From an optimization exercise on the open Yosys and OpenROAD flow, aimed at small area, a short achievable clock period and few clock cycles; shortcuts taken in it are not production practice.
Only simulation tests tie the RTL to the original design; equivalence was not proved.
Power figures rest on the tool's default switching activity, not on a simulated workload.

**flow/design.v**
```verilog
package lsu_pkg;
  localparam int WORD_W = 64;
  localparam int WORDS_PER_BEAT = 8;
  localparam int BEAT_W = WORD_W * WORDS_PER_BEAT;
  localparam int NUM_BANKS = 4;
  typedef logic [WORD_W-1:0] word_t;
  typedef logic [BEAT_W-1:0] beat_t;
  typedef logic [$clog2(NUM_BANKS)-1:0] bank_sel_t;
  typedef enum logic [1:0] {
    MODE_IDLE  = 2'd0,
    MODE_STORE = 2'd1,
    MODE_LOAD  = 2'd2
  } lsu_mode_t;
endpackage
import lsu_pkg::*;
module lsu_top (
  input  logic                        clk,
  input  logic                        rst_n,
  input  logic                        start,
  input  logic [1:0]                  mode,
  input  logic [31:0]                 len,
  input  logic [31:0]                 block_factor,
  input  logic [31:0]                 addr_offset,
  output logic                        done,
  input  logic [BEAT_W-1:0]           in_data,
  input  logic                        in_valid,
  output logic                        in_ready,
  output logic [BEAT_W-1:0]           out_data,
  output logic                        out_valid,
  input  logic                        out_ready,
  output logic [NUM_BANKS*12-1:0]     bank_addr,
  output logic [NUM_BANKS*WORD_W-1:0] bank_d,
  output logic [NUM_BANKS-1:0]        bank_ce,
  output logic [NUM_BANKS-1:0]        bank_we,
  input  logic [NUM_BANKS*WORD_W-1:0] bank_q
);
  logic        st_run;
  logic        ld_run;
  logic        we_q;       
  logic        done_q;
  logic [11:0] nb_q;       
  logic [11:0] rem;        
  logic [11:0] addr_inc;
  logic [1:0]  bank;
  logic [11:0] addr;
  logic [7:0]  kh;         
  logic [11:0] beats;      
  logic        act;        
  logic        lastb;      
  logic        blk_end;    
  logic        bf_is1;
  logic        use_nb;     
  logic [11:0] sn_rem;
  logic        sn_blk_end;
  logic        sn_use_nb;
  logic [1:0]  sn_bank;
  logic [11:0] sn_addr;
  logic [3:0]  ce_q;
  logic [11:0] addr_q;
  logic [63:0] d_q;
  logic        rv1, rv2, rv3;
  logic        lw1, lw2, lw3;
  logic [3:0]  oh2, oh3;
  logic        hold;
  logic        sq_q;       
  logic        rdy_q;
  logic [BEAT_W-1:0] obuf;
  logic [2:0]  wk;
  logic [7:0]  wen;        
  logic        full;
  logic        o_last;
  logic        last_word;
  logic        st_step;
  logic        squash;
  logic        ld_issue;
  logic        step;
  logic        accept;
  logic [63:0] rd_word;
  logic [63:0] st_word;
  assign last_word = lastb && kh[7];
  assign st_step  = st_run && in_valid && act;
  assign squash   = rv3 && full && !out_ready;
  assign ld_issue = ld_run && act && !hold && !sq_q;
  assign step     = st_step || ld_issue;
  assign accept   = rv3 && (!full || out_ready);
  assign in_ready  = rdy_q;
  assign done      = done_q;
  assign out_valid = full;
  assign out_data  = obuf;
  assign bank_ce   = ce_q;
  assign bank_we   = {NUM_BANKS{we_q}};
  assign bank_addr = {NUM_BANKS{addr_q}};
  assign bank_d    = {NUM_BANKS{d_q}};
  always_ff @(posedge clk) begin
    if (!rst_n) begin
      st_run <= 1'b0;
      ld_run <= 1'b0;
      done_q <= 1'b0;
    end else begin
      done_q <= (st_step && last_word) || (ld_run && full && out_ready && o_last);
      if (start) begin
        st_run <= (mode == 2'd1);
        ld_run <= (mode == 2'd2);
      end else begin
        if (st_step && last_word) st_run <= 1'b0;
        if (full && out_ready && o_last) ld_run <= 1'b0;
      end
    end
  end
  always_ff @(posedge clk) begin
    we_q <= st_run;
  end
  assign addr_inc = use_nb ? nb_q : 12'd1;
  always_ff @(posedge clk) begin
    if (start) begin
      nb_q  <= 12'd1 - block_factor[11:0];
      rem   <= 12'd1 - block_factor[11:0];
      bf_is1  <= (block_factor[11:0] == 12'd1);
      blk_end <= (block_factor[11:0] == 12'd1);
      use_nb  <= (block_factor[11:0] == 12'd1);
      act   <= 1'b1;
      lastb <= (len[14:3] == 12'd1);
      bank  <= 2'd0;
      addr  <= addr_offset[11:0];
      kh    <= 8'd1;
      beats <= len[14:3];
    end else if (sq_q) begin
      rem   <= sn_rem;
      blk_end <= sn_blk_end;
      use_nb  <= sn_use_nb;
      bank  <= sn_bank;
      addr  <= sn_addr;
      kh    <= 8'd1;
    end else if (step) begin
      kh <= {kh[6:0], kh[7]};
      if (kh[7]) begin
        beats <= beats - 12'd1;
        lastb <= (beats == 12'd2);
        act   <= !lastb;
      end
      addr <= addr + addr_inc;
      if (blk_end) begin
        rem  <= nb_q;
        blk_end <= bf_is1;
        use_nb  <= bf_is1 && (bank != 2'd2);
        bank <= bank + 2'd1;
      end else begin
        rem  <= rem + 12'd1;
        blk_end <= (rem == 12'hfff);
        use_nb  <= (rem == 12'hfff) && (bank != 2'd3);
      end
    end
  end
  always_ff @(posedge clk) begin
    if (ld_issue && kh[0]) begin
      sn_rem  <= rem;
      sn_blk_end <= blk_end;
      sn_use_nb  <= use_nb;
      sn_bank <= bank;
      sn_addr <= addr;
    end
  end
  always_ff @(posedge clk) begin
    if (!rst_n) begin
      ce_q <= 4'd0;
    end else begin
      ce_q <= step ? (4'd1 << bank) : 4'd0;
    end
  end
  always_ff @(posedge clk) begin
    addr_q <= addr;
  end
  always_comb begin
    st_word = '0;
    for (int s = 0; s < WORDS_PER_BEAT; s++) begin
      st_word = st_word | (in_data[64*s +: 64] & {64{kh[s]}});
    end
  end
  always_ff @(posedge clk) begin
    d_q <= st_word;
  end
  always_ff @(posedge clk) begin
    if (!rst_n) begin
      rv1  <= 1'b0;
      rv2  <= 1'b0;
      rv3  <= 1'b0;
      hold <= 1'b0;
      sq_q <= 1'b0;
    end else begin
      sq_q <= squash;
      rv1  <= ld_issue && !squash;
      rv2  <= rv1 && !squash;
      rv3  <= rv2 && !squash;
      hold <= squash || (hold && !(full && out_ready));
    end
  end
  always_ff @(posedge clk) begin
    if (!rst_n || start) begin
      rdy_q <= 1'b0;
    end else if (st_step) begin
      rdy_q <= kh[6];
    end
  end
  always_ff @(posedge clk) begin
    lw1 <= last_word;
    lw2 <= lw1;
    lw3 <= lw2;
    oh2 <= ce_q;
    oh3 <= oh2;
  end
  always_comb begin
    rd_word = '0;
    for (int b = 0; b < NUM_BANKS; b++) begin
      rd_word = rd_word | (bank_q[64*b +: 64] & {64{oh3[b]}});
    end
  end
  always_ff @(posedge clk) begin
    if (!rst_n) begin
      full <= 1'b0;
    end else begin
      if (accept && wk == 3'd7) begin
        full <= 1'b1;
      end else if (full && out_ready) begin
        full <= 1'b0;
      end
    end
  end
  always_ff @(posedge clk) begin
    if (!rst_n) begin
      wen <= 8'd0;
    end else begin
      wen <= (rv2 && !squash) ? (8'd1 << (accept ? wk + 3'd1 : wk)) : 8'd0;
    end
  end
  always_ff @(posedge clk) begin
    if (start) begin
      wk <= 3'd0;
    end else if (accept) begin
      wk <= wk + 3'd1;
    end
    if (accept && wk == 3'd7) o_last <= lw3;
  end
  always_ff @(posedge clk) begin
    if (wen[0] && (!full || out_ready)) obuf[63:0] <= rd_word;
    for (int s = 1; s < WORDS_PER_BEAT; s++) begin
      if (wen[s]) obuf[64*s +: 64] <= rd_word;
    end
  end
endmodule
```
**flow/flow/run.sh**
```bash
#!/bin/bash
# Standard ORFS layout; the port buffers use the smallest buffer cell.
set -euo pipefail
export BUFFER_PORTS_ARGS="-buffer_cell sky130_fd_sc_hd__buf_1"
bash standard.sh > standard_flow.log 2>&1
```
**flow/standard.sh**
```bash
#!/bin/bash
# synth_recipe.tcl (not shown) runs the flow's synth.tcl, then flattens the netlist and writes it again
# the make line also repeats each setting of config.mk as NAME=value (left out here)
make -C /OpenROAD-flow-scripts/flow DESIGN_CONFIG=/design/flow/config.mk WORK_HOME=/design/flow/orfs CLKGATE_MAP_FILE= SYNTH_SCRIPT=/design/flow/synth_recipe.tcl "${@:-finish}"
```
**flow/config.mk**
```make
export PLATFORM = sky130hd
export DESIGN_NAME = lsu_top
export DESIGN_NICKNAME = lsu_top
export VERILOG_FILES = /design/flow/design.v
export SDC_FILE = /design/flow/constraint.sdc
export NUM_CORES = 4
export LEC_CHECK = 0
export CAP_MARGIN = 20
export CORE_AREA = 5 5 615 615
export CTS_CLUSTER_DIAMETER = 100
export CTS_CLUSTER_SIZE = 20
export DIE_AREA = 0 0 620 620
export SETUP_SLACK_MARGIN = 3.0
export SLEW_MARGIN = 20
export TNS_END_PERCENT = 10
```
**flow/constraint.sdc**
```tcl
create_clock -name core_clock -period 5.5 [get_ports {clk}]
set_input_delay 1.1000 -clock core_clock [delete_from_list [all_inputs] [get_ports {clk}]]
set_output_delay 1.1000 -clock core_clock [all_outputs]
set_load 0.01 [all_outputs]
```
==> flow_summary_export.csv, run 1 <==
group,metric,value,unit
pwr,p_seq_share,51.0,%
critical_path,cp_top_family,"flip-flops",
clock_tree,cts_buffer_depth,3,
drt,drcViolationCount,0,
drt,num_vias,25400,
flow_run,max-cap-violations,0,
grt,grt_first_pass_wirelength,293000,um
clock_tree,tritoncts,"done",
synth,synth_fp_nets,2871,
synth,syn_area,28500,sq um
synth,ys_async_sr_fraction,0,%
pwr,pwr-share-clk,38.8,%
timing,finalSetupViolations,0,
timing,setup_tns,0,ns
pwr,p_sw,3.53,mW
timing,drv_slew,0,
final_layout,synthToLayoutAreaGrowth,49.5,%
pwr,leakage,12.4,nW
drt,drtPass1Iterations,5,
critical_path,start_kind,"register",
clock_tree,numCtsBuffers,59,
timing,max_freq,375,MHz
floorplan,start_util,7.67,%
pwr,p_comb_share,10.2,%
clock_tree,ctsHoldBuffers,0,
final_layout,nNetsFinal,4294,
grt,grt_use_total,12.2,%
final_layout,fin_area,42600,sq um
critical_path,cp_max_fo,4,
timing,finalCritPeriodShare,48.5,%
synth,synth_edf_count,593,
clock_tree,cts-root-buf,"clkbuf_16",
timing,fin_crit,2.67,ns
floorplan,dieArea,384000,sq um
synth,synth-main-ff-cell,"edfxtp_1",
drt,vias_per_cell,2.99,
critical_path,critPathMaxStageDelay,0.60,ns
critical_path,worstPathRequired,4.40,ns
drt,drt-total-wl,252000,um
critical_path,worst-path-buf-inv,1,
critical_path,worst_path_max_delay_cell,"dfxtp_1",
pwr,power.internal,8.65,mW
synth,syn_inst,1980,
timing,grt_setup_unrepaired,"true",
grt,antenna_found_initial,235,
placed_design,placed_cell_area,39300,sq um
floorplan,coreArea,371000,sq um
floorplan,die_height,620,um
pwr,vdd_drop_max,0.275,mV
timing,fin_skew,0.0404,ns
critical_path,crit_type,"reg -> out",
final_layout,drive_above_1_share,10.4,%
grt,grt_pass1_vias,22900,
drt,drt_iter0_drc,2612,
clock_tree,insertion_delay,0.78,ns
outcome,status,"no timing/DRC/antenna violations",
placed_design,portBuffers,1637,
floorplan,ios,1698,
drt,wl_per_cell,29.7,um
clock_tree,cts.clk_slew.worst_paths,0.09,ns
grt,grt_max_degree,60,
timing,slew_headroom,26.0,%
placed_design,dp_hpwl,214000,um
pwr,p_sw_share,29.0,%
critical_path,worstPathArrival,1.57,ns
drt,ant_nets,0,
worst_hold_path,min_path_type,"reg -> reg",
synth,yosys_warnings,1,
final_layout,fillers,42400,
floorplan,num_rows,224,
synth,avgSynthCellArea,14.4,sq um
synth,ys_seq_elements,717,
synth,synth.distinct_cells,58,
timing,tightest_slew,1.11,ns
pwr,power.density,286,nW/um^2
floorplan,die_x,620,um
synth,synth.yosys.seq_area_share,71.3,%
placed_design,globalplace.congestion,0.962,
clock_tree,cts_htree_levels,2,
critical_path,endpoint_kind,"output port",
critical_path,cp_cell_sequence,"buf_1",
timing,final_hold_viol_count,0,
clock_tree,cts_sinks,717,
grt,grt_overflow,0,
power groups by stage:
stage / logic, mW / clock network [mW] / registers, mW
floorplan: 0.616 / 0 / 6.19
global placement: 1.13 / 0 / 6.30
detailed placement: 1.14 / 0 / 6.31
CTS: 1.21 / 4.94 / 6.19
global route: 1.33 / 5.13 / 6.22
finish: 1.25 / 4.72 / 6.21
state kept, by name (all words and copies together), names as in the netlist, 2 cells and up:
register / count
obuf: 512
d_q: 64
addr: 12
addr_q: 12
beats: 12
nb_q: 12
rem: 12
sn_addr: 12
sn_rem: 12
kh: 8
wen: 8
ce_q: 4
oh2: 4
oh3: 4
wk: 3
bank: 2
sn_bank: 2
per-stage QoR:
step	cells	power [mW]	worst slack [ns]	hold WS, ns	util, %
after global routing	8469	12.7	2.80	0.329	11.4
after CTS	8424	12.3	2.75	0.327	11.3
after global placement	8311	7.43	2.38	0.310	10.6
final	8490	12.2	2.83	0.327	11.5
after floorplan	1980	6.81	2.80	0.310	-
after detailed placement	8311	7.44	2.35	0.312	10.6
layout by cell type, fill, tap and decap left out, types with 12 or more instances in the layout:
cell type	synthesis	final
nor2_1	37	37
buf_1	38	1522
dfxtp_1	124	72
clkbuf_1	66	20
nand3_1	12	12
dfxtp_4	0	50
nand2_1	143	131
inv_1	15	15
buf_4	232	64
clkbuf_16	0	60
xor2_1	17	17
a21oi_1	38	37
o21ai_0	38	37
xnor2_1	19	19
ha_1	19	19
nand4_1	70	70
diode_2	0	66
a22oi_1	386	381
edfxtp_1	593	593
and2_1	15	14
buf_6	0	109
area by class of cell:
type | instances | area [sq um] | share of cell area, %
clock buffer | 81 | 1590 | 3.74
inverter | 16 | 60.1 | 0.141
multi-input combinational | 909 | 6100 | 14.3
clock inverter | 29 | 495 | 1.16
tap | 4972 | 6220 | 14.6
antenna | 66 | 165 | 0.388
timing repair buffer | 1700 | 7460 | 17.5
sequential | 717 | 20500 | 48.1
synthesized netlist by cell type (3+ instances only):
cell      number  area share, %
xnor2_1       19           0.58
dfxtp_1      124            8.7
nand3_1       12           0.21
edfxtp_1     593             63
nor4_1         6           0.13
buf_4        232            6.1
inv_1         15           0.20
xor2_1        17           0.52
a21oi_1       38           0.67
and4_1         3          0.092
nor3b_1        3          0.079
nor2_1        37           0.49
o21ai_1        6           0.11
mux2i_1       10           0.35
a22oi_1      386             10
nand2b_1      10           0.22
mux2_2         3           0.12
and3_1         8           0.18
a21o_1         3          0.079
nand2_1      143            1.9
nand4_1       70            1.5
o21ai_0       38           0.67
ha_1          19           0.84
o21a_1         7           0.18
and2_1        15           0.33
a211oi_1       3          0.079
nor2b_1        4          0.088
nor3_1        12           0.21
o22ai_1        5           0.11
buf_1         38           0.50
clkbuf_1      66           0.87
final timing paths:
kind	slack, ns	from	cells after the start	endpoint
setup / recovery	2.83	d_q[45]	1	bank_d[45]
hold / removal	0.33	oh2[3]	0	oh3[3]
hold reg to reg	0.33	oh2[3]	0	oh3[3]
setup reg to reg	2.91	oh3[3]	3	obuf[57]
kinds of logic after synthesis:
group                      count (synthesis)  share of synthesized area [%]
muxes                                     13                          0.470
xor gates and xnor gates                  36                           1.11
AOI/OAI and AO/OA                        503                           12.6
DFF                                      717                           71.3
buffers and inverters                    354                           7.73
and+or+nand+nor                          337                           5.93
adders and majority gates                 20                          0.905
routing by layer:
layer  vias up  routed length (um)  track usage (%)
li1      10400                   -                -
met1     12400               94100             14.0
met5         -                 658            0.375
met2      1966              117000             19.7
met4       108               12600             5.53
met3       585               27600             5.18
timing repair:
item | in CTS | in global routing
gates cloned | 0 | 0
endpoints found under the hold margin | 0 | 0
pin swaps | 0 | 2
setup buffers | 3 | 0
endpoints found under the setup margin | 707 | 633
gates resized for setup | 186 | 178
Testbench counts, summed over its fixed seeds: cycles 26,420.
==> run 2, diff against run 1 <==
--- a/flow/config.mk
+++ b/flow/config.mk
@@ -12,4 +12,3 @@
 export DIE_AREA = 0 0 620 620
 export SETUP_SLACK_MARGIN = 3.0
 export SLEW_MARGIN = 20
-export TNS_END_PERCENT = 10
==> flow_summary_export.csv, run 2 <==
group,metric,value,unit
synth,synth_commonest_cells,"edfxtp_1, a22oi_1, buf_4",
clock_tree,cts.clk_slew.worst_paths,0.10,ns
synth,yosys_warnings,1,
synth,synth-main-ff-cell,"edfxtp_1",
grt,grt_max_degree,74,
final_layout,top_register,"obuf",
timing,fin_hold_ws,0.281,ns
clock_tree,ctsHoldBuffers,0,
clock_tree,insertion_delay,0.78,ns
synth,synth_top_area_share,62.5,%
critical_path,worstPathRequired,4.40,ns
floorplan,ios,1698,
critical_path,worst-path-buf-inv,1,
synth,synth.yosys.seq_area_share,71.3,%
synth,ys_async_sr_fraction,0,%
synth,avgSynthCellArea,14.4,sq um
timing,slew_headroom,24.4,%
drt,drt-total-wl,255000,um
pwr,vdd_drop_max,0.261,mV
drt,drt_iter0_drc,2745,
grt,grt_pass1_vias,23100,
final_layout,layout_commonest_cell,"buf_1",
critical_path,worst_path_max_delay_cell,"dfxtp_4",
drt,ant_nets,0,
critical_path,endpoint_kind,"output port",
timing,fin_crit,2.54,ns
synth,synth_edf_count,593,
pwr,power.density,275,nW/um^2
clock_tree,cts_sinks,717,
final_layout,drive_above_1_share,18.3,%
drt,wl_per_cell,29.9,um
timing,setup_tns,0,ns
critical_path,critPathMaxStageDelay,0.52,ns
timing,finalCritPeriodShare,46.3,%
worst_hold_path,min_path_type,"reg -> reg",
floorplan,coreArea,371000,sq um
synth,synth_fp_nets,2871,
synth,syn_area,28500,sq um
critical_path,cp_top_family,"flip-flops",
grt,grt_first_pass_wirelength,296000,um
final_layout,final_cell_mix,"buf_1, edfxtp_1, a22oi_1, buf_2, nand2_1",
final_layout,nNetsFinal,4290,
synth,synth_area_leaders,"edfxtp_1, a22oi_1, dfxtp_1",
timing,drv_slew,0,
synth,syn_inst,1980,
timing,finalSetupViolations,0,
synth,synth_top_cell_by_area,"edfxtp_1",
placed_design,portBuffers,1637,
outcome,status,"no timing/DRC/antenna violations",
timing,grt_setup_unrepaired,"true",
clock_tree,tritoncts,"done",
pwr,leakage,13.0,nW
synth,ys_seq_elements,717,
final_layout,reg_top3,"obuf x512, d_q x64",
floorplan,dieArea,384000,sq um
placed_design,globalplace.congestion,0.964,
synth,synth.distinct_cells,58,
placed_design,dp_hpwl,216000,um
critical_path,start_kind,"register",
floorplan,die_x,620,um
grt,grt_use_total,12.3,%
critical_path,cp_cell_sequence,"buf_6",
final_layout,final_util,11.6,%
grt,grt_overflow,0,
drt,num_vias,25600,
final_layout,fin_area,43000,sq um
clock_tree,cts_buffer_depth,3,
timing,fin_skew,0.0771,ns
floorplan,die_height,620,um
clock_tree,numCtsBuffers,55,
flow_run,max-cap-violations,0,
synth,yosysMostFrequentCell,"edfxtp_1",
clock_tree,cts_htree_levels,2,
drt,drcViolationCount,0,
floorplan,start_util,7.67,%
timing,max_freq,393,MHz
final_layout,synthToLayoutAreaGrowth,51.0,%
grt,antenna_found_initial,253,
critical_path,cp_max_fo,4,
critical_path,worstPathArrival,1.44,ns
critical_path,crit_type,"reg -> out",
drt,drtPass1Iterations,5,
timing,tightest_slew,1.13,ns
timing,final_hold_viol_count,0,
final_layout,fillers,42500,
drt,vias_per_cell,3.00,
placed_design,placed_cell_area,39200,sq um
final_layout,largest_register_ffs,512,
floorplan,num_rows,224,
clock_tree,cts-root-buf,"clkbuf_16",
==> run 2: cell types whose count changed in the layout (fill, tap and decap cells not counted), moves of 28 or more <==
cell,change
dfxtp_2,+28
diode_2,+44
clkbuf_2,+63
buf_1,-213
dfxtp_1,-37
buf_2,+155
==> run 2: per-layer routing <==
layer  GRT usage [%]  vias up  routed length (um)
met5           0.699        -                 636
met4            5.68       94               12300
met3            4.74      555               26900
met2            20.1     1990              120000
met1            14.1    12500               95200
li1                -    10400                   -
==> run 2: logic make-up (layout without fill, tap and decap cells) <==
group	after synthesis	in the layout	share of synthesized area (%)
and+or+nand+nor	337	337	5.93
muxes	13	13	0.470
buffers and inverters	354	1816	7.73
xor gates and xnor gates	36	36	1.11
DFF	717	717	71.3
adders and majority gates	20	20	0.905
other	0	110	0
AOI/OAI and AO/OA	503	503	12.6
==> run 2: through the flow <==
step	worst slack [ns]	total power, mW	std cells
finish	2.96	11.8	8524
detailed placement	2.34	7.40	8302
CTS	2.85	12.0	8406
global route	2.90	12.3	8492
floorplan	3.01	6.81	1980
global placement	2.39	7.39	8301
==> run 2: timing repair <==
action / CTS / global route
setup endpoints to repair: 796 / 211
buffers inserted: 4 / 8
gates resized for setup: 511 / 100
cloned: 0 / 0
pin swaps: 0 / 6
==> run 2: final timing paths <==
path | startpoint | endpoint | slack (ns) | depth (start not counted)
min reg2reg | oh2[2] | oh3[2] | 0.28 | 0
min | oh2[2] | oh3[2] | 0.28 | 0
max | d_q[34] | bank_d[34] | 2.96 | 1
max reg2reg | kh[5] | d_q[5] | 3.00 | 3
==> run 2: final cells by class <==
| cell class | count | area [sq um] | share of cell area [%] |
|---|---|---|---|
| antenna | 110 | 275 | 0.640 |
| sequential | 717 | 20500 | 47.8 |
| multi-input combinational | 909 | 6230 | 14.5 |
| clock buffer | 75 | 1470 | 3.42 |
| clock inverter | 25 | 437 | 1.02 |
| tap | 4972 | 6220 | 14.5 |
| inverter | 16 | 60.1 | 0.140 |
| timing repair buffer | 1700 | 7760 | 18.0 |
==> run 2: power by group <==
part           leakage [nW]  total [mW]  internal (mW)  switching [mW]
combinational          5.37        1.26          0.490           0.766
clock                 0.914        4.41           2.05            2.36
sequential             6.68        6.17           5.96           0.215
total                  13.0        11.8           8.50            3.34
==> run 3, diff against run 2 <==
==> flow/flow/run.sh (replaced) <==
#!/bin/bash
# Standard ORFS layout, with two changes to how it is made:
# - the port buffers use the smallest buffer cell;
# - the four bank_d / bank_addr / bank_we pins that one register drives are
#   placed next to each other, so that register drives short wires.
set -euo pipefail
export BUFFER_PORTS_ARGS="-buffer_cell sky130_fd_sc_hd__buf_1"
args=""
for i in $(seq 0 63); do
  args+=" -group_pins {bank_d[$i] bank_d[$((64+i))] bank_d[$((128+i))] bank_d[$((192+i))]}"
done
for i in $(seq 0 11); do
  args+=" -group_pins {bank_addr[$i] bank_addr[$((12+i))] bank_addr[$((24+i))] bank_addr[$((36+i))]}"
done
args+=" -group_pins {bank_we[0] bank_we[1] bank_we[2] bank_we[3]}"
export PLACE_PINS_ARGS="$args"
bash standard.sh > standard_flow.log 2>&1
==> flow_summary_export.csv, run 3 <==
group,metric,value,unit
critical_path,reg2reg_depth,3,
drt,drtPass1Iterations,6,
drt,ant_nets,0,
critical_path,worst_path_max_delay_cell,"a22oi_1",
synth,yosysMostFrequentCell,"edfxtp_1",
timing,grt_setup_unrepaired,"true",
synth,synth.yosys.seq_area_share,71.3,%
grt,grt_overflow,0,
clock_tree,numCtsBuffers,56,
synth,synth-main-ff-cell,"edfxtp_1",
placed_design,dp_slack,2.04,ns
drt,drt-total-wl,245000,um
grt,grt_use_total,11.9,%
timing,max_freq,392,MHz
clock_tree,insertion_delay,0.77,ns
floorplan,num_rows,224,
synth,synth_edf_count,593,
critical_path,worstSetupEndpoint,"d_q[9]",
final_layout,reg_top3,"obuf x512, d_q x64",
pwr,p_sw_share,28.0,%
pwr,power.internal,8.56,mW
final_layout,fillers,42500,
worst_hold_path,min_path_type,"reg -> reg",
synth,ys_seq_elements,717,
final_layout,synthToLayoutAreaGrowth,50.4,%
final_layout,final_cells,8501,
critical_path,worstPathRequired,5.95,ns
drt,num_vias,25000,
timing,fin_skew,0.0700,ns
pwr,leakage,12.9,nW
grt,grt_pass1_vias,22700,
clock_tree,cts-root-buf,"clkbuf_16",
synth,ys_async_sr_fraction,0,%
clock_tree,tritoncts,"done",
critical_path,start_kind,"register",
critical_path,endpoint_kind,"register",
timing,final_hold_viol_count,0,
final_layout,top_register,"obuf",
drt,drcViolationCount,0,
grt,grt_max_degree,53,
pwr,p_sw,3.33,mW
synth,synth_top_cell_by_area,"edfxtp_1",
synth,synth_commonest_cells,"edfxtp_1, a22oi_1, buf_4",
pwr,power.density,278,nW/um^2
timing,finalSetupViolations,0,
placed_design,dp_hpwl,209000,um
grt,grt_first_pass_wirelength,285000,um
final_layout,final_util,11.5,%
floorplan,die_height,620,um
outcome,status,"no timing/DRC/antenna violations",
final_layout,nNetsFinal,4284,
synth,synth.distinct_cells,58,
placed_design,portBuffers,1637,
clock_tree,cts_sinks,717,
final_layout,largest_register_ffs,512,
final_layout,final_cell_mix,"buf_1, edfxtp_1, a22oi_1, buf_2, nand2_1",
pwr,p_seq_share,51.7,%
synth,yosys_warnings,1,
floorplan,start_util,7.67,%
timing,setup_tns,0,ns
synth,avgSynthCellArea,14.4,sq um
drt,vias_per_cell,2.95,
critical_path,cp_cell_sequence,"buf_4 > a22oi_1 > nand4_1",
critical_path,worst-path-buf-inv,1,
final_layout,drive_above_1_share,16.5,%
synth,synth_top_area_share,62.5,%
critical_path,cp_top_family,"compound AO/OA/AOI/OAI gates",
timing,layout_setup_ws,2.95,ns
critical_path,timing.rr.end,"d_q[9]",
clock_tree,ctsHoldBuffers,0,
placed_design,placed_cells,8301,
critical_path,cp_max_fo,36,
floorplan,die_x,620,um
synth,synth_fp_nets,2871,
pwr,pwr-share-clk,37.8,%
critical_path,rrSetupSlack,2.95,ns
drt,drt_iter0_drc,2248,
clock_tree,cts_htree_levels,2,
critical_path,cp.depth,3,
grt,antenna_found_initial,247,
critical_path,crit_start,"kh[0]",
floorplan,coreArea,371000,sq um
flow_run,max-cap-violations,0,
synth,syn_inst,1980,
clock_tree,cts.clk_slew.worst_paths,0.09,ns
floorplan,dieArea,384000,sq um
timing,finalCritPeriodShare,46.4,%
synth,synth_area_leaders,"edfxtp_1, a22oi_1, dfxtp_1",
final_layout,layout_commonest_cell,"buf_1",
critical_path,reg2reg_from,"kh[0]",
critical_path,worstPathArrival,3.00,ns
drt,wl_per_cell,28.8,um
timing,slew_headroom,32.7,%
timing,drv_slew,0,
clock_tree,cts_buffer_depth,3,
timing,fin_crit,2.55,ns
placed_design,globalplace.congestion,0.952,
timing,tightest_slew,1.01,ns
floorplan,ios,1698,
pwr,p_comb_share,10.5,%
pwr,vdd_drop_max,0.282,mV
synth,syn_area,28500,sq um
critical_path,crit_type,"reg -> reg",
critical_path,critPathMaxStageDelay,0.76,ns
-- run 3: worst register-to-register path, delay by kind of cell (launching register included) --
kind / cells / cell delay, ns
compound gates: 1 / 0.78
flops: 1 / 0.54
simple gates: 1 / 0.48
buf+inv: 1 / 0.46
-- run 3: routing by layer --
metal / track usage [%] / part of all wire, %
met5: 0 / 0.20
met4: 4.53 / 4.3
met1: 13.5 / 38
met2: 20.0 / 48
met3: 4.54 / 9.5
-- run 3: worst min path at each step --
stage           start      to  slack, ns  depth (start not counted)
2_1_floorplan     lw1     lw2       0.31                          0
3_3_place_gp   oh2[3]  oh3[3]       0.31                          0
3_5_place_dp   oh2[1]  oh3[1]       0.31                          0
4_1_cts           lw2     lw3       0.32                          0
5_1_grt        oh2[1]  oh3[1]       0.32                          0
6_report          lw2     lw3       0.31                          0
-- run 3: power groups by stage --
| stage | registers [mW] | clock network, mW | logic (mW) |
|---|---|---|---|
| final | 6.15 | 4.49 | 1.25 |
| after CTS | 6.15 | 4.70 | 1.24 |
| after global placement | 6.26 | 0 | 1.12 |
| after detailed placement | 6.26 | 0 | 1.12 |
| after floorplan | 6.19 | 0 | 0.617 |
| after global routing | 6.17 | 4.87 | 1.34 |
-- run 3: cell type report --
class,count,area (sq um),area share [%]
flip-flops and latches,717,20500,47.9
repair buffers,1693,7690,18.0
well taps,4972,6220,14.5
multi-input cells,909,6160,14.4
clock buffers,74,1500,3.50
clock inverters,28,462,1.08
diodes,92,230,0.538
inverters,16,60.1,0.140
-- run 3: what timing repair did --
action	4_1_cts	5_1_grt
resized for setup	471	80
pin swaps	1	4
setup buffers	4	2
setup endpoints to repair	567	192
hold endpoints to repair	0	0
-- run 3: logic make-up after synthesis --
| family | count (synthesis) | synth area share [%] |
|---|---|---|
| mux | 13 | 0.470 |
| buf+inv | 354 | 7.73 |
| xor+xnor | 36 | 1.11 |
| simple gates | 337 | 5.93 |
| compound gates | 503 | 12.6 |
| fa+ha+maj | 20 | 0.905 |
| flops | 717 | 71.3 |
-- run 3: through the flow --
step	hold WS, ns	total power [mW]	cell area (sq um)
finish	0.312	11.9	42800
global route	0.323	12.4	42700
CTS	0.320	12.1	42400
detailed placement	0.313	7.39	39200
global placement	0.310	7.38	39200
floorplan	0.310	6.81	28500
==> run 4, diff against run 3 <==
==> flow/flow/run.sh (replaced) <==
#!/bin/bash
# Standard ORFS layout, with two changes to how it is made:
# - the port buffers use the smallest buffer cell;
# - the pins of one bit slice (bit i of every in_data word, bank_q word,
#   out_data word and bank_d word) are placed next to each other, as are the
#   four bank_addr pins of one address bit and the four bank_we pins, so the
#   logic of a slice sits together at the edge.
set -euo pipefail
export BUFFER_PORTS_ARGS="-buffer_cell sky130_fd_sc_hd__buf_1"
args=""
for i in $(seq 0 63); do
  g=""
  for s in $(seq 0 7); do g+=" in_data[$((64*s+i))]"; done
  for b in $(seq 0 3); do g+=" bank_q[$((64*b+i))]"; done
  for s in $(seq 0 7); do g+=" out_data[$((64*s+i))]"; done
  for b in $(seq 0 3); do g+=" bank_d[$((64*b+i))]"; done
  args+=" -group_pins {${g# }}"
done
for i in $(seq 0 11); do
  args+=" -group_pins {bank_addr[$i] bank_addr[$((12+i))] bank_addr[$((24+i))] bank_addr[$((36+i))]}"
done
args+=" -group_pins {bank_we[0] bank_we[1] bank_we[2] bank_we[3]}"
export PLACE_PINS_ARGS="$args"
bash standard.sh > standard_flow.log 2>&1
--- a/flow/config.mk
+++ b/flow/config.mk
@@ -10,5 +10,5 @@
 export CTS_CLUSTER_DIAMETER = 100
 export CTS_CLUSTER_SIZE = 20
 export DIE_AREA = 0 0 620 620
-export SETUP_SLACK_MARGIN = 3.0
+export SETUP_SLACK_MARGIN = 3.2
 export SLEW_MARGIN = 20
==> flow_summary_export.csv, run 4 <==
group,metric,value,unit
outcome,status,"no timing/DRC/antenna violations",
placed_design,dp_hpwl,94800,um
final_layout,reg_top3,"obuf x512, d_q x64",
placed_design,dp_slack,2.39,ns
synth,syn_area,28500,sq um
floorplan,coreArea,371000,sq um
synth,synth_fp_nets,2871,
placed_design,portBuffers,1637,
critical_path,start_kind,"register",
final_layout,layout_commonest_cell,"buf_1",
timing,finalCritPeriodShare,44.2,%
floorplan,ios,1698,
grt,grt_first_pass_wirelength,170000,um
final_layout,drive_above_1_share,31.7,%
synth,synth_top_cell_by_area,"edfxtp_1",
drt,drtPass1Iterations,5,
synth,ys_async_sr_fraction,0,%
grt,grt_pass1_vias,21400,
pwr,vdd_drop_max,0.237,mV
clock_tree,numCtsBuffers,48,
critical_path,endpoint_kind,"output port",
synth,synth_edf_count,593,
clock_tree,cts.clk_slew.worst_paths,0.07,ns
drt,num_vias,23100,
critical_path,cp_cell_sequence,"buf_6",
timing,final_hold_viol_count,0,
timing,layout_setup_ws,3.07,ns
pwr,leakage,14.7,nW
worst_hold_path,min_path_type,"reg -> reg",
critical_path,critPathMaxStageDelay,0.46,ns
floorplan,start_util,7.67,%
grt,antenna_found_initial,22,
critical_path,cp_max_fo,4,
final_layout,largest_register_ffs,512,
synth,avgSynthCellArea,14.4,sq um
synth,syn_inst,1980,
timing,setup_tns,0,ns
synth,ys_seq_elements,717,
synth,synth.distinct_cells,58,
final_layout,nNetsFinal,4267,
grt,grt_use_total,6.33,%
final_layout,final_cell_mix,"buf_1, edfxtp_1, a22oi_1, clkbuf_2, buf_6",
final_layout,synthToLayoutAreaGrowth,56.3,%
critical_path,worst_path_max_delay_cell,"dfxtp_4",
final_layout,final_cells,8392,
critical_path,reg2reg_depth,8,
clock_tree,cts-root-buf,"clkbuf_16",
timing,fin_skew,0.0612,ns
floorplan,die_x,620,um
critical_path,cp_top_family,"flip-flops",
synth,synth_commonest_cells,"edfxtp_1, a22oi_1, buf_4",
clock_tree,cts_htree_levels,2,
floorplan,num_rows,224,
worst_hold_path,hp-start,"oh2[0]",
critical_path,worstPathRequired,4.40,ns
final_layout,multi_input_area,6220,sq um
drt,vias_per_cell,2.76,
clock_tree,cts_buffer_depth,3,
drt,ant_nets,0,
drt,drt-total-wl,137000,um
floorplan,die_height,620,um
floorplan,dieArea,384000,sq um
critical_path,crit_type,"reg -> out",
worst_hold_path,whs_endpoint,"oh3[0]",
worst_hold_path,min_path_cells,0,
critical_path,worstPathArrival,1.33,ns
timing,finalSetupViolations,0,
pwr,power.density,255,nW/um^2
final_layout,seqCellArea,20700,sq um
synth,synth.yosys.seq_area_share,71.3,%
clock_tree,cts_sinks,717,
critical_path,timing.rr.end,"addr[11]",
grt,grt_max_degree,49,
timing,drv_slew,0,
clock_tree,tritoncts,"done",
final_layout,fillers,42000,
timing,slew_headroom,20.2,%
timing,fin_crit,2.43,ns
synth,synth_top_area_share,62.5,%
critical_path,worst-path-buf-inv,1,
drt,wl_per_cell,16.3,um
drt,drt_iter0_drc,2298,
grt,grt_overflow,0,
critical_path,rrSetupSlack,3.17,ns
synth,synth-main-ff-cell,"edfxtp_1",
critical_path,reg2reg_from,"use_nb",
flow_run,max-cap-violations,0,
timing,grt_setup_unrepaired,"true",
pwr,total_power,11.3,mW
timing,tightest_slew,1.20,ns
synth,synth_area_leaders,"edfxtp_1, a22oi_1, dfxtp_1",
synth,yosysMostFrequentCell,"edfxtp_1",
clock_tree,insertion_delay,0.72,ns
timing,fin_hold_ws,0.326,ns
placed_design,placed_cells,8280,
drt,drcViolationCount,0,
placed_design,globalplace.congestion,0.719,
timing,max_freq,411,MHz
synth,yosys_warnings,1,
final_layout,top_register,"obuf",
clock_tree,ctsHoldBuffers,0,
==> run 4: cell counts after synthesis <==
Identical to the previous run, type by type.
==> run 4: cells by family after synthesis <==
group / synth area share (%)
xor+xnor: 1.11
fa+ha+maj: 0.905
simple gates: 5.93
buf+inv: 7.73
flops: 71.3
compound gates: 12.6
mux: 0.470
==> run 4: report_power, final <==
group | internal, mW | switching (mW)
Sequential | 5.95 | 0.211
Clock | 1.75 | 2.12
Combinational | 0.727 | 0.573
==> run 4: stage by stage <==
| step | cell area (sq um) | util [%] |
|---|---|---|
| 2_1_floorplan | 28500 | - |
| 3_3_place_gp | 39100 | 10.5 |
| 3_5_place_dp | 39100 | 10.5 |
| 4_1_cts | 43800 | 11.8 |
| 5_1_grt | 44500 | 12.0 |
| 6_report | 44500 | 12.0 |
==> run 4: metal layers <==
metal  global-route usage (%)  part of all wire (%)  vias to the layer above
met5                        0                     0                        -
met1                     7.29                    36                    11200
met2                     10.8                    50                     1459
li1                         -                     -                    10200
met4                     2.98                   4.6                        0
met3                     1.74                   9.3                      231
==> run 4: area by class of cell <==
class	instances	area share [%]
timing repair buffer	1683	21.9
clock buffer	70	2.88
tap	4972	14.0
multi-input combinational	910	14.0
sequential	717	46.5
antenna	7	0.0394
inverter	16	0.143
clock inverter	17	0.593
==> run 4: what timing repair did <==
action / CTS / global route
gates cloned: 1 / 0
endpoints found under the setup margin: 1052 / 853
gates resized for setup: 993 / 368
buffers inserted: 11 / 6
pin swaps: 7 / 19
==> run 4: how the worst max path moves through the flow <==
stage,startpoint,end,slack [ns],depth (start not counted)
2_1_floorplan,block_factor[5],rem[10],3.19,6
3_5_place_dp,out_ready,obuf[54],2.39,4
3_3_place_gp,out_ready,obuf[54],2.45,4
4_1_cts,addr_q[8],bank_addr[32],2.84,1
6_report,addr_q[8],bank_addr[32],3.07,1
5_1_grt,addr_q[8],bank_addr[32],2.92,1
==> run 5, diff against run 4 <==
--- a/flow/config.mk
+++ b/flow/config.mk
@@ -7,8 +7,6 @@
 export LEC_CHECK = 0
 export CAP_MARGIN = 20
 export CORE_AREA = 5 5 615 615
-export CTS_CLUSTER_DIAMETER = 100
-export CTS_CLUSTER_SIZE = 20
 export DIE_AREA = 0 0 620 620
-export SETUP_SLACK_MARGIN = 3.2
+export SETUP_SLACK_MARGIN = 3.0
 export SLEW_MARGIN = 20
==> flow_summary_export.csv, run 5 <==
group,metric,value,unit
clock_tree,cts_htree_levels,3,
grt,grt_pass1_vias,20700,
timing,drv_slew,0,
timing,finalSetupViolations,0,
synth,synth.yosys.seq_area_share,71.3,%
pwr,power.density,297,nW/um^2
synth,synth_edf_count,593,
synth,synth_area_leaders,"edfxtp_1, a22oi_1, dfxtp_1",
drt,vias_per_cell,2.74,
critical_path,worst_path_max_delay_cell,"dfxtp_4",
clock_tree,insertion_delay,0.81,ns
placed_design,dp_slack,2.45,ns
synth,syn_inst,1980,
critical_path,endpoint_kind,"output port",
clock_tree,cts.clk_slew.worst_paths,0.08,ns
critical_path,crit_type,"reg -> out",
synth,ys_seq_elements,717,
placed_design,placed_cell_area,39100,sq um
floorplan,ios,1698,
drt,drt-total-wl,127000,um
timing,finalCritPeriodShare,46.0,%
timing,slew_headroom,22.0,%
timing,fin_hold_ws,0.323,ns
drt,wl_per_cell,15.0,um
floorplan,num_rows,224,
timing,grt_setup_unrepaired,"true",
final_layout,nNetsFinal,4297,
synth,synth_top_cell_by_area,"edfxtp_1",
floorplan,coreArea,371000,sq um
synth,synth_top_family_by_area,"compound AO/OA/AOI/OAI gates",
synth,synth_commonest_cells,"edfxtp_1, a22oi_1, buf_4",
timing,tightest_slew,1.17,ns
synth,synth_fa_ha_area_share,0.905,%
clock_tree,cts_buffer_depth,4,
final_layout,final_cell_mix,"buf_1, edfxtp_1, a22oi_1, nand2_1, buf_2",
synth,yosys_warnings,1,
drt,drt_iter0_drc,1974,
pwr,vdd_drop_max,0.217,mV
synth,yosys.area_share.simple,5.93,%
timing,setup_tns,0,ns
critical_path,cp_cell_sequence,"buf_6",
critical_path,critPathMaxStageDelay,0.44,ns
critical_path,cp_top_family,"flip-flops",
grt,antenna_found_initial,18,
floorplan,die_x,620,um
critical_path,worst-path-buf-inv,1,
synth,avgSynthCellArea,14.4,sq um
drt,ant_nets,0,
synth,synth_xor_area_share,1.11,%
synth,synth-compound-area-share,12.6,%
grt,grt_use_total,5.83,%
synth,synthMuxAreaShare,0.470,%
drt,drcViolationCount,0,
critical_path,worstPathArrival,1.43,ns
worst_hold_path,min_path_type,"reg -> reg",
final_layout,reg_top3,"obuf x512, d_q x64",
critical_path,worstPathRequired,4.40,ns
timing,fin_skew,0.105,ns
floorplan,start_util,7.67,%
clock_tree,cts_sinks,717,
floorplan,die_height,620,um
timing,final_hold_viol_count,0,
placed_design,globalplace.congestion,0.733,
synth,ys_async_sr_fraction,0,%
synth,synth_fp_nets,2871,
final_layout,top_register,"obuf",
grt,grt_max_degree,57,
synth,synth-main-ff-cell,"edfxtp_1",
synth,yosysMostFrequentCell,"edfxtp_1",
drt,drtPass1Iterations,5,
synth,synth.distinct_cells,58,
final_layout,fin_area,43000,sq um
final_layout,synthToLayoutAreaGrowth,51.0,%
flow_run,max-cap-violations,0,
final_layout,fillers,42300,
clock_tree,cts-root-buf,"clkbuf_16",
drt,num_vias,23100,
clock_tree,tritoncts,"done",
placed_design,portBuffers,1637,
synth,synth_top_area_share,62.5,%
pwr,leakage,13.1,nW
critical_path,start_kind,"register",
final_layout,largest_register_ffs,512,
grt,grt_first_pass_wirelength,158000,um
floorplan,dieArea,384000,sq um
grt,grt_overflow,0,
critical_path,cp_max_fo,4,
timing,layout_setup_ws,2.97,ns
clock_tree,numCtsBuffers,90,
outcome,status,"no timing/DRC/antenna violations",
timing,fin_crit,2.53,ns
final_layout,drive_above_1_share,16.3,%
synth,syn_area,28500,sq um
final_layout,layout_commonest_cell,"buf_1",
placed_design,dp_hpwl,94900,um
timing,max_freq,395,MHz
==> run 5: cell counts after synthesis <==
No cell type changed its count.
==> run 5: final cells by class <==
cell class | instances | area [sq um] | share of cell area [%]
Antenna cell | 10 | 25.0 | 0.0582
Tap cell | 4972 | 6220 | 14.5
Multi-Input combinational cell | 909 | 6040 | 14.0
Timing Repair Buffer | 1672 | 7380 | 17.2
Clock buffer | 116 | 2480 | 5.77
Sequential cell | 717 | 20500 | 47.6
Clock inverter | 41 | 304 | 0.707
Inverter | 16 | 60.1 | 0.140
==> run 5: per-layer routing <==
| layer | part of all wire, % | track usage (%) | wire [um] | vias to the layer above |
|---|---|---|---|---|
| met2 | 49 | 9.81 | 62000 | 1444 |
| li1 | - | - | - | 10300 |
| met1 | 38 | 7.04 | 48500 | 11200 |
| met4 | 3.8 | 2.47 | 4790 | 2 |
| met5 | 0.0055 | 0 | 7 | - |
| met3 | 9.0 | 1.47 | 11500 | 225 |
==> run 5: stage by stage <==
| step | instances | util [%] | total power [mW] |
|---|---|---|---|
| floorplan | 1980 | - | 6.81 |
| global placement | 8280 | 10.5 | 7.13 |
| detailed placement | 8280 | 10.5 | 7.14 |
| CTS | 8439 | 11.5 | 13.1 |
| global route | 8445 | 11.6 | 13.4 |
| finish | 8453 | 11.6 | 12.8 |
==> run 5: cells by family after synthesis <==
| kind of cell | after synthesis |
|---|---|
| XOR/XNOR | 36 |
| flip-flops | 717 |
| adder cells (fa/ha/maj) | 20 |
| buffers and inverters | 354 |
| multiplexers | 13 |
| AO/OA/AOI/OAI | 503 |
| AND/OR/NAND/NOR | 337 |
==> run 5: path summary, 6_finish.rpt <==
kind | startpoint | slack, ns | to | cells past startpoint
setup / recovery | addr_q[7] | 2.97 | bank_addr[31] | 1
hold / removal | oh2[0] | 0.32 | oh3[0] | 0
setup reg to reg | oh3[2] | 3.07 | obuf[143] | 3
hold reg to reg | oh2[0] | 0.32 | oh3[0] | 0
==> run 5: timing repair <==
action	in CTS	in global routing
pin swaps	0	4
setup endpoints to repair	403	185
buffers inserted	2	4
hold buffers	0	0
hold endpoints to repair	0	0
gates resized for setup	369	116
==> run 5: power by group <==
group / internal, mW / switching [mW] / leakage, nW / total (mW)
clock: 3.23 / 2.40 / 1.36 / 5.64
sequential: 5.97 / 0.170 / 6.68 / 6.14
combinational: 0.470 / 0.542 / 5.09 / 1.01
==> run 6, diff against run 5 <==
--- a/flow/config.mk
+++ b/flow/config.mk
@@ -7,6 +7,8 @@
 export LEC_CHECK = 0
 export CAP_MARGIN = 20
 export CORE_AREA = 5 5 615 615
+export CTS_CLUSTER_DIAMETER = 80
+export CTS_CLUSTER_SIZE = 16
 export DIE_AREA = 0 0 620 620
 export SETUP_SLACK_MARGIN = 3.0
 export SLEW_MARGIN = 20
==> flow_summary_export.csv, run 6 <==
group,metric,value,unit
timing,layout_setup_ws,3.00,ns
placed_design,dp_slack,2.45,ns
timing,finalSetupViolations,0,
timing,fin_hold_ws,0.324,ns
clock_tree,tritoncts,"done",
timing,fin_skew,0.0960,ns
pwr,p_seq_share,53.7,%
final_layout,top_register,"obuf",
critical_path,critPathMaxStageDelay,0.48,ns
timing,slew_headroom,21.9,%
critical_path,reg2reg_from,"use_nb",
grt,grt_overflow,0,
synth,synth-main-ff-cell,"edfxtp_1",
synth,synth_commonest_cells,"edfxtp_1, a22oi_1, buf_4",
grt,grt_use_total,5.76,%
grt,grt_first_pass_wirelength,156000,um
synth,synth_area_leaders,"edfxtp_1, a22oi_1, dfxtp_1",
outcome,status,"no timing/DRC/antenna violations",
final_layout,final_cell_mix,"buf_1, edfxtp_1, a22oi_1, nand2_1, buf_2",
pwr,leakage,12.3,nW
pwr,p_sw,2.84,mW
synth,synth_top_area_share,62.5,%
synth,synth.yosys.seq_area_share,71.3,%
synth,synth.distinct_cells,58,
clock_tree,cts_sinks,717,
synth,ys_async_sr_fraction,0,%
synth,synth_edf_count,593,
drt,wl_per_cell,14.9,um
clock_tree,cts.clk_slew.worst_paths,0.07,ns
final_layout,synthToLayoutAreaGrowth,46.3,%
drt,vias_per_cell,2.72,
synth,avgSynthCellArea,14.4,sq um
grt,grt_pass1_vias,20300,
worst_hold_path,min_path_type,"reg -> reg",
pwr,pwr-share-clk,37.7,%
grt,grt_max_degree,57,
critical_path,cp_cell_sequence,"buf_6",
final_layout,largest_register_ffs,512,
timing,setup_tns,0,ns
synth,synth_top_cell_by_area,"edfxtp_1",
final_layout,layout_commonest_cell,"buf_1",
timing,final_hold_viol_count,0,
timing,max_freq,399,MHz
clock_tree,numCtsBuffers,58,
timing,finalCritPeriodShare,45.5,%
pwr,p_sw_share,25.0,%
floorplan,ios,1698,
timing,grt_setup_unrepaired,"true",
critical_path,cp_top_family,"flip-flops",
clock_tree,ctsHoldBuffers,0,
timing,drv_slew,0,
drt,num_vias,22800,
drt,drcViolationCount,0,
worst_hold_path,hp-start,"oh2[0]",
synth,syn_area,28500,sq um
clock_tree,cts_buffer_depth,3,
final_layout,nNetsFinal,4264,
placed_design,globalplace.congestion,0.733,
critical_path,endpoint_kind,"output port",
clock_tree,cts-root-buf,"clkbuf_16",
critical_path,crit_start,"addr_q[4]",
timing,fin_crit,2.50,ns
floorplan,coreArea,371000,sq um
synth,synth_fp_nets,2871,
timing,tightest_slew,1.17,ns
pwr,vdd_drop_max,0.273,mV
synth,ys_seq_elements,717,
critical_path,worstPathArrival,1.40,ns
flow_run,max-cap-violations,0,
critical_path,rrSetupSlack,3.04,ns
floorplan,num_rows,224,
drt,drt_iter0_drc,2087,
critical_path,worst_path_max_delay_cell,"dfxtp_4",
floorplan,dieArea,384000,sq um
critical_path,worstPathRequired,4.40,ns
floorplan,die_x,620,um
final_layout,reg_top3,"obuf x512, d_q x64",
clock_tree,cts_htree_levels,2,
pwr,power.internal,8.55,mW
placed_design,portBuffers,1637,
synth,yosysMostFrequentCell,"edfxtp_1",
synth,syn_inst,1980,
critical_path,cp_max_fo,4,
pwr,p_comb_share,8.5,%
drt,drtPass1Iterations,5,
critical_path,start_kind,"register",
drt,drt-total-wl,125000,um
critical_path,worst-path-buf-inv,1,
floorplan,die_height,620,um
clock_tree,insertion_delay,0.76,ns
synth,yosys_warnings,1,
placed_design,dp_hpwl,94900,um
floorplan,start_util,7.67,%
grt,antenna_found_initial,19,
final_layout,drive_above_1_share,11.5,%
pwr,power.density,274,nW/um^2
critical_path,crit_type,"reg -> out",
drt,ant_nets,0,
==> run 6: kinds of logic after synthesis <==
group / after synthesis / share of synthesized area [%]
DFF: 717 / 71.3
AOI/OAI and AO/OA: 503 / 12.6
buffers and inverters: 354 / 7.73
and+or+nand+nor: 337 / 5.93
xor gates and xnor gates: 36 / 1.11
adders and majority gates: 20 / 0.905
muxes: 13 / 0.470
==> run 6: path summary, 6_finish.rpt <==
kind	endpoint	depth (start not counted)
hold reg to reg	oh3[0]	0
hold / removal	oh3[0]	0
setup / recovery	bank_addr[16]	1
setup reg to reg	addr[5]	10
==> run 6: per-stage QoR <==
step	total power, mW	area (sq um)	std cells	util (%)
2_1_floorplan	6.81	28500	1980	-
3_3_place_gp	7.13	39100	8280	10.5
3_5_place_dp	7.14	39100	8280	10.5
4_1_cts	11.6	41400	8390	11.2
5_1_grt	11.9	41600	8396	11.2
6_report	11.4	41700	8403	11.2
==> run 6: layer usage <==
layer	GRT usage, %	wire (um)	vias to the layer above
met4	2.35	4560	2
met2	9.71	61500	1349
met3	1.47	11400	202
li1	-	-	10200
met1	6.95	47700	11100
met5	0	7	-
==> run 6: repair_timing <==
item                                    in CTS  in global routing
gates resized for setup                    241                 74
endpoints found under the setup margin     250                 98
pin swaps                                    0                  5
endpoints found under the hold margin        0                  0
setup buffers                                2                  3
==> run 6: power by group through the flow <==
stage,combinational [mW],clock [mW],sequential [mW]
2_1_floorplan,0.617,0,6.19
3_3_place_gp,0.888,0,6.24
3_5_place_dp,0.890,0,6.25
4_1_cts,0.946,4.55,6.13
5_1_grt,1.07,4.73,6.15
6_report,0.973,4.30,6.12
==> run 6: cell type report <==
cell class	count	area, sq um
Clock inverter	18	273
Clock buffer	90	1610
Fill cell	42400	330000
Antenna cell	10	25.0
Multi-Input combinational cell	909	6070
Timing Repair Buffer	1671	6970
Inverter	16	60.1
Tap cell	4972	6220
Sequential cell	717	20400
==> run 7, diff against run 6 <==
--- a/flow/config.mk
+++ b/flow/config.mk
@@ -7,8 +7,8 @@
 export LEC_CHECK = 0
 export CAP_MARGIN = 20
 export CORE_AREA = 5 5 615 615
-export CTS_CLUSTER_DIAMETER = 80
-export CTS_CLUSTER_SIZE = 16
+export CTS_CLUSTER_DIAMETER = 100
+export CTS_CLUSTER_SIZE = 20
 export DIE_AREA = 0 0 620 620
 export SETUP_SLACK_MARGIN = 3.0
 export SLEW_MARGIN = 20
==> flow_summary_export.csv, run 7 <==
group,metric,value,unit
synth,synth_xor_area_share,1.11,%
synth,synth-main-ff-cell,"edfxtp_1",
clock_tree,numCtsBuffers,49,
synth,synth-compound-area-share,12.6,%
floorplan,die_x,620,um
clock_tree,tritoncts,"done",
synth,avgSynthCellArea,14.4,sq um
synth,synth_edf_count,593,
clock_tree,ctsHoldBuffers,0,
timing,fin_skew,0.0327,ns
synth,synth_commonest_cells,"edfxtp_1, a22oi_1, buf_4",
synth,ys_seq_elements,717,
grt,grt_pass1_vias,20200,
timing,fin_hold_ws,0.325,ns
drt,ant_nets,0,
worst_hold_path,min_path_type,"reg -> reg",
synth,yosysMostFrequentCell,"edfxtp_1",
clock_tree,cts_buffer_depth,3,
placed_design,portBuffers,1637,
final_layout,final_cell_mix,"buf_1, edfxtp_1, a22oi_1, nand2_1, nand4_1",
synth,synth_top_cell_by_area,"edfxtp_1",
critical_path,worst_path_max_delay_cell,"dfxtp_4",
timing,final_hold_viol_count,0,
synth,synth_area_leaders,"edfxtp_1, a22oi_1, dfxtp_1",
final_layout,drive_above_1_share,7.82,%
critical_path,cp_cell_sequence,"buf_2",
synth,synth.distinct_cells,58,
floorplan,start_util,7.67,%
placed_design,dp_slack,2.45,ns
final_layout,synthToLayoutAreaGrowth,44.6,%
floorplan,die_height,620,um
synth,yosys_warnings,1,
timing,grt_setup_unrepaired,"true",
critical_path,worstPathArrival,1.38,ns
pwr,total_power,11.0,mW
grt,antenna_found_initial,18,
final_layout,fin_area,41200,sq um
placed_design,placed_cells,8280,
pwr,p_sw_share,25.7,%
drt,drtPass1Iterations,5,
pwr,leakage,11.8,nW
synth,synth.yosys.seq_area_share,71.3,%
final_layout,multi_input_area,6020,sq um
final_layout,final_util,11.1,%
drt,num_vias,22800,
final_layout,largest_register_ffs,512,
floorplan,dieArea,384000,sq um
synth,synth_top_area_share,62.5,%
pwr,power.density,267,nW/um^2
floorplan,num_rows,224,
critical_path,worst-path-buf-inv,1,
timing,max_freq,403,MHz
pwr,pwr-share-clk,35.7,%
timing,drv_slew,0,
outcome,status,"no timing/DRC/antenna violations",
clock_tree,cts-root-buf,"clkbuf_16",
drt,drcViolationCount,0,
clock_tree,insertion_delay,0.73,ns
synth,syn_inst,1980,
grt,grt_max_degree,57,
drt,wl_per_cell,14.9,um
critical_path,cp_max_fo,4,
critical_path,start_kind,"register",
floorplan,coreArea,371000,sq um
timing,tightest_slew,1.13,ns
grt,grt_use_total,5.75,%
drt,vias_per_cell,2.72,
synth,syn_area,28500,sq um
timing,finalSetupViolations,0,
synth,ys_async_sr_fraction,0,%
timing,layout_setup_ws,3.02,ns
synth,yosys.area_share.simple,5.93,%
timing,slew_headroom,24.5,%
grt,grt_first_pass_wirelength,156000,um
synth,synthMuxAreaShare,0.470,%
pwr,p_seq_share,55.7,%
synth,synth_fp_nets,2871,
floorplan,ios,1698,
timing,finalCritPeriodShare,45.1,%
final_layout,fillers,42400,
flow_run,max-cap-violations,0,
clock_tree,cts.clk_slew.worst_paths,0.08,ns
final_layout,reg_top3,"obuf x512, d_q x64",
placed_design,globalplace.congestion,0.733,
final_layout,layout_commonest_cell,"buf_1",
timing,setup_tns,0,ns
clock_tree,cts_sinks,717,
pwr,power.internal,8.17,mW
final_layout,nNetsFinal,4254,
timing,fin_crit,2.48,ns
synth,synth_fa_ha_area_share,0.905,%
pwr,p_comb_share,8.6,%
critical_path,crit_type,"reg -> out",
final_layout,top_register,"obuf",
drt,drt-total-wl,125000,um
final_layout,final_cells,8379,
placed_design,placed_cell_area,39100,sq um
drt,drt_iter0_drc,2158,
pwr,vdd_drop_max,0.235,mV
pwr,p_sw,2.82,mW
synth,synth_top_family_by_area,"compound AO/OA/AOI/OAI gates",
critical_path,cp_top_family,"flip-flops",
placed_design,dp_hpwl,94900,um
critical_path,critPathMaxStageDelay,0.47,ns
final_layout,seqCellArea,20400,sq um
grt,grt_overflow,0,
critical_path,worstPathRequired,4.40,ns
critical_path,endpoint_kind,"output port",
clock_tree,cts_htree_levels,2,
-- run 7: cell counts after synthesis --
Identical to the previous run, type by type.
-- run 7: layer usage --
metal,GRT usage (%),vias to the layer above,routed length [um]
met1,6.95,11000,47700
met3,1.46,195,11500
met5,0,-,7
met2,9.70,1390,61200
met4,2.33,2,4620
li1,-,10200,-
-- run 7: cells by family (layout without fill, tap and decap cells) --
family,Yosys count,count (layout)
other,0,7
DFF,717,717
and+or+nand+nor,337,337
xor gates and xnor gates,36,36
adders and majority gates,20,20
AOI/OAI and AO/OA,503,503
muxes,13,13
buffers and inverters,354,1774
-- run 7: area by class of cell --
| cell class | instances | area share [%] |
|---|---|---|
| sequential | 717 | 49.6 |
| timing repair buffer | 1670 | 16.5 |
| tap | 4972 | 15.1 |
| multi-input combinational | 909 | 14.6 |
| clock buffer | 70 | 3.30 |
| clock inverter | 18 | 0.632 |
| inverter | 16 | 0.146 |
| antenna | 7 | 0.0426 |
-- run 7: worst paths after layout --
path | start | end | slack (ns) | cells after the start
setup / recovery | addr_q[4] | bank_addr[4] | 3.02 | 1
setup reg to reg | use_nb | addr[11] | 3.08 | 10
hold / removal | oh2[0] | oh3[0] | 0.32 | 0
hold reg to reg | oh2[0] | oh3[0] | 0.32 | 0
-- run 7: power by group through the flow --
stage          Clock (mW)  Combinational [mW]  Sequential [mW]
2_1_floorplan           0               0.617             6.19
3_3_place_gp            0               0.888             6.24
3_5_place_dp            0               0.890             6.25
4_1_cts              4.17               0.929             6.13
5_1_grt              4.33                1.04             6.15
6_report             3.92               0.946             6.12
-- run 7: what timing repair did --
action	in CTS	in global routing
setup endpoints to repair	137	68
cloned	0	0
pin swaps	0	3
buffers inserted	1	3
gates resized for setup	151	38
-- run 7: worst reg2reg max path, delay by kind of cell (launching register included) --
family	cells	cell delay (ns)
AOI/OAI and AO/OA	4	0.84
adders and majority gates	1	0.26
buffers and inverters	2	0.20
DFF	1	0.39
and+or+nand+nor	3	0.47
==> run 8, diff against run 7 <==
==> flow/flow/run.sh (replaced) <==
#!/bin/bash
# Standard ORFS layout, with two changes to how it is made:
# - the port buffers use the smallest buffer cell;
# - the pins of one bit slice (bit i of every in_data word, bank_q word,
#   out_data word and bank_d word) are placed next to each other, and the
#   control pins (bank addresses and enables, transfer parameters, handshakes)
#   form one more group, so the logic behind each group sits together.
set -euo pipefail
export BUFFER_PORTS_ARGS="-buffer_cell sky130_fd_sc_hd__buf_1"
args=""
for i in $(seq 0 63); do
  g=""
  for s in $(seq 0 7); do g+=" in_data[$((64*s+i))]"; done
  for b in $(seq 0 3); do g+=" bank_q[$((64*b+i))]"; done
  for s in $(seq 0 7); do g+=" out_data[$((64*s+i))]"; done
  for b in $(seq 0 3); do g+=" bank_d[$((64*b+i))]"; done
  args+=" -group_pins {${g# }}"
done
g=""
for i in $(seq 0 11); do
  for b in $(seq 0 3); do g+=" bank_addr[$((12*b+i))]"; done
done
for b in $(seq 0 3); do g+=" bank_ce[$b] bank_we[$b]"; done
g+=" start mode[0] mode[1] in_valid in_ready out_valid out_ready done"
for i in $(seq 3 14); do g+=" len[$i]"; done
for i in $(seq 0 11); do g+=" block_factor[$i] addr_offset[$i]"; done
args+=" -group_pins {${g# }}"
export PLACE_PINS_ARGS="$args"
bash standard.sh > standard_flow.log 2>&1
==> flow_summary_export.csv, run 8 <==
group,metric,value,unit
timing,grt_setup_unrepaired,"true",
worst_hold_path,min_path_cells,0,
timing,fin_skew,0.0815,ns
synth,ys_async_sr_fraction,0,%
grt,antenna_found_initial,6,
grt,grt_first_pass_wirelength,147000,um
grt,grt_use_total,5.28,%
timing,slew_headroom,29.1,%
drt,vias_per_cell,2.71,
placed_design,globalplace.congestion,0.749,
synth,syn_area,28500,sq um
critical_path,endpoint_kind,"register",
drt,drt-total-wl,116000,um
clock_tree,tritoncts,"done",
worst_hold_path,whs_endpoint,"lw2",
timing,fin_crit,2.50,ns
final_layout,top_register,"obuf",
worst_hold_path,hp-start,"lw1",
flow_run,max-cap-violations,0,
pwr,leakage,11.6,nW
clock_tree,numCtsBuffers,46,
synth,avgSynthCellArea,14.4,sq um
drt,drt_iter0_drc,2000,
pwr,p_sw_share,25.2,%
final_layout,largest_register_ffs,512,
critical_path,crit_start,"oh3[0]",
synth,synth_commonest_cells,"edfxtp_1, a22oi_1, buf_4",
final_layout,drive_above_1_share,6.40,%
synth,synth_top_cell_by_area,"edfxtp_1",
pwr,pwr-share-clk,34.7,%
pwr,total_power,10.7,mW
grt,grt_pass1_vias,20100,
floorplan,dieArea,384000,sq um
final_layout,fillers,42500,
outcome,status,"no timing/DRC/antenna violations",
clock_tree,cts_buffer_depth,3,
synth,syn_inst,1980,
floorplan,coreArea,371000,sq um
critical_path,rrSetupSlack,3.00,ns
synth,synth-main-ff-cell,"edfxtp_1",
critical_path,worstPathArrival,3.01,ns
timing,finalCritPeriodShare,45.5,%
final_layout,layout_commonest_cell,"buf_1",
grt,grt_overflow,0,
clock_tree,cts_sinks,717,
pwr,power.density,263,nW/um^2
pwr,vdd_drop_max,0.245,mV
final_layout,multi_input_area,6040,sq um
critical_path,timing.rr.end,"obuf[183]",
drt,drcViolationCount,0,
worst_hold_path,min_path_type,"reg -> reg",
placed_design,dp_hpwl,85800,um
floorplan,start_util,7.67,%
grt,grt_max_degree,73,
timing,max_freq,400,MHz
timing,setup_tns,0,ns
timing,finalSetupViolations,0,
floorplan,die_height,620,um
critical_path,crit_type,"reg -> reg",
floorplan,die_x,620,um
pwr,p_seq_share,56.8,%
final_layout,nNetsFinal,4249,
synth,yosys_warnings,1,
drt,ant_nets,0,
final_layout,reg_top3,"obuf x512, d_q x64",
clock_tree,cts-root-buf,"clkbuf_16",
placed_design,portBuffers,1637,
synth,ys_seq_elements,717,
synth,synth.yosys.seq_area_share,71.3,%
critical_path,cp_max_fo,37,
timing,tightest_slew,1.06,ns
synth,synth_area_leaders,"edfxtp_1, a22oi_1, dfxtp_1",
final_layout,seqCellArea,20400,sq um
clock_tree,cts_htree_levels,2,
timing,drv_slew,0,
synth,synth_edf_count,593,
final_layout,synthToLayoutAreaGrowth,42.9,%
placed_design,dp_slack,2.28,ns
synth,synth.distinct_cells,58,
pwr,power.internal,8.00,mW
timing,layout_setup_ws,3.00,ns
synth,synth_top_area_share,62.5,%
drt,wl_per_cell,13.9,um
synth,synth_fp_nets,2871,
critical_path,reg2reg_depth,3,
timing,final_hold_viol_count,0,
floorplan,num_rows,224,
floorplan,ios,1698,
pwr,p_comb_share,8.4,%
pwr,p_sw,2.70,mW
final_layout,final_cell_mix,"buf_1, edfxtp_1, a22oi_1, nand2_1, dfxtp_1",
clock_tree,insertion_delay,0.73,ns
drt,num_vias,22700,
synth,yosysMostFrequentCell,"edfxtp_1",
critical_path,start_kind,"register",
critical_path,reg2reg_from,"oh3[0]",
critical_path,worstPathRequired,6.01,ns
clock_tree,cts.clk_slew.worst_paths,0.09,ns
drt,drtPass1Iterations,5,
==> run 8: cell counts after synthesis <==
No cell type changed its count.
==> run 8: area by class of cell <==
cell class | count | share of cell area (%)
flip-flops and latches | 717 | 50.1
repair buffers | 1668 | 16.0
well taps | 4972 | 15.3
multi-input cells | 909 | 14.8
clock buffers | 71 | 3.13
clock inverters | 12 | 0.458
inverters | 16 | 0.148
diodes | 4 | 0.0246
==> run 8: worst max-delay path, stage by stage (launching register included) <==
cell and delay (ns):
dfxtp_4 0.83, buf_4 0.74, a22oi_1 0.23, nand2_1 0.27
==> run 8: worst max-delay path by stage <==
stage | end | slack [ns] | cells after the start
6_report | obuf[183] | 3.00 | 3
5_1_grt | addr[10] | 2.94 | 10
4_1_cts | out_data[204] | 2.97 | 1
3_5_place_dp | addr[0] | 2.28 | 4
3_3_place_gp | addr[0] | 2.34 | 4
2_1_floorplan | obuf[0] | 3.01 | 2
==> run 8: logic make-up (layout without fill, tap and decap cells) <==
kind of cell	after synthesis	in the layout	synth area share, %
multiplexers	13	13	0.470
AND/OR/NAND/NOR	337	337	5.93
other	0	4	0
adder cells (fa/ha/maj)	20	20	0.905
AO/OA/AOI/OAI	503	503	12.6
XOR/XNOR	36	36	1.11
buffers and inverters	354	1767	7.73
flip-flops	717	717	71.3
==> run 8: power groups by stage <==
| stage | Clock, mW | Sequential (mW) | Combinational, mW |
|---|---|---|---|
| 2_1_floorplan | 0 | 6.19 | 0.617 |
| 3_3_place_gp | 0 | 6.20 | 0.868 |
| 3_5_place_dp | 0 | 6.20 | 0.873 |
| 4_1_cts | 3.94 | 6.08 | 0.892 |
| 5_1_grt | 4.10 | 6.10 | 0.993 |
| 6_report | 3.71 | 6.08 | 0.903 |
==> run 8: layer usage <==
metal,global-route usage [%],share of wire (%),vias to the layer above
met5,0,0,-
met4,2.38,4.1,0
met3,1.18,8.8,181
met2,8.87,49,1306
met1,6.43,38,11100
li1,-,-,10200
==> run 8: stage by stage <==
stage	utilization, %	hold WS, ns	instances	instance area, sq um
detailed placement	10.5	0.312	8278	39000
global placement	10.5	0.310	8278	39000
finish	11.0	0.319	8369	40700
global route	11.0	0.334	8368	40700
CTS	10.9	0.321	8363	40600
floorplan	-	0.310	1980	28500
==> run 8: what timing repair did <==
item                                    CTS  global route
hold buffers                              0             0
resized for setup                        75            18
endpoints found under the setup margin  173            30
setup buffers                             2             2
pin swaps                                 2             8

-- what the ideal ports hide --
In the flow no input, the clock included, has a driving cell. The finished layouts below were timed again as built, in two steps. Step 1 sets driving cells, clkbuf_16 on the clock port and buf_2 on the other inputs (assumed; they add their load-dependent delay and slew). Step 2, shift: input delay + t, output delay - t, t = (earliest + latest rising clock arrival at the registers) / 2. This alone moves slack from input paths to output paths. Three values: ideal, step 1, step 2; two values: the first two.
run | t (ns) | slack for setup (ns) | hold slack, ns | latest minus earliest clock arrival (ns)
run 1 | 0.829 | 2.833 / 2.758 / 2.277 | 0.327 / 0.327 / 0.327 | 0.057 / 0.057
run 2 | 0.817 | 2.956 / 2.878 / 2.410 | 0.281 / 0.281 / 0.281 | 0.094 / 0.094
run 3 | 0.815 | 2.950 / 2.884 / 2.335 | 0.312 / 0.312 / 0.312 | 0.084 / 0.084
run 4 | 0.792 | 3.069 / 2.975 / 2.233 | 0.326 / 0.326 / 0.326 | 0.079 / 0.079
run 5 | 0.867 | 2.971 / 2.878 / 2.537 | 0.323 / 0.323 / 0.323 | 0.131 / 0.131
run 6 | 0.818 | 2.995 / 2.891 / 2.515 | 0.324 / 0.324 / 0.324 | 0.101 / 0.101
run 7 | 0.803 | 3.022 / 2.929 / 2.510 | 0.325 / 0.325 / 0.325 | 0.036 / 0.035
run 8 | 0.785 | 2.997 / 2.997 / 2.404 | 0.319 / 0.319 / 0.319 | 0.098 / 0.098
After both steps setup and hold are still met in every run listed. The setup slack of run 4, which loses most, moves by -0.094 ns with the drivers and by -0.836 ns with both steps.
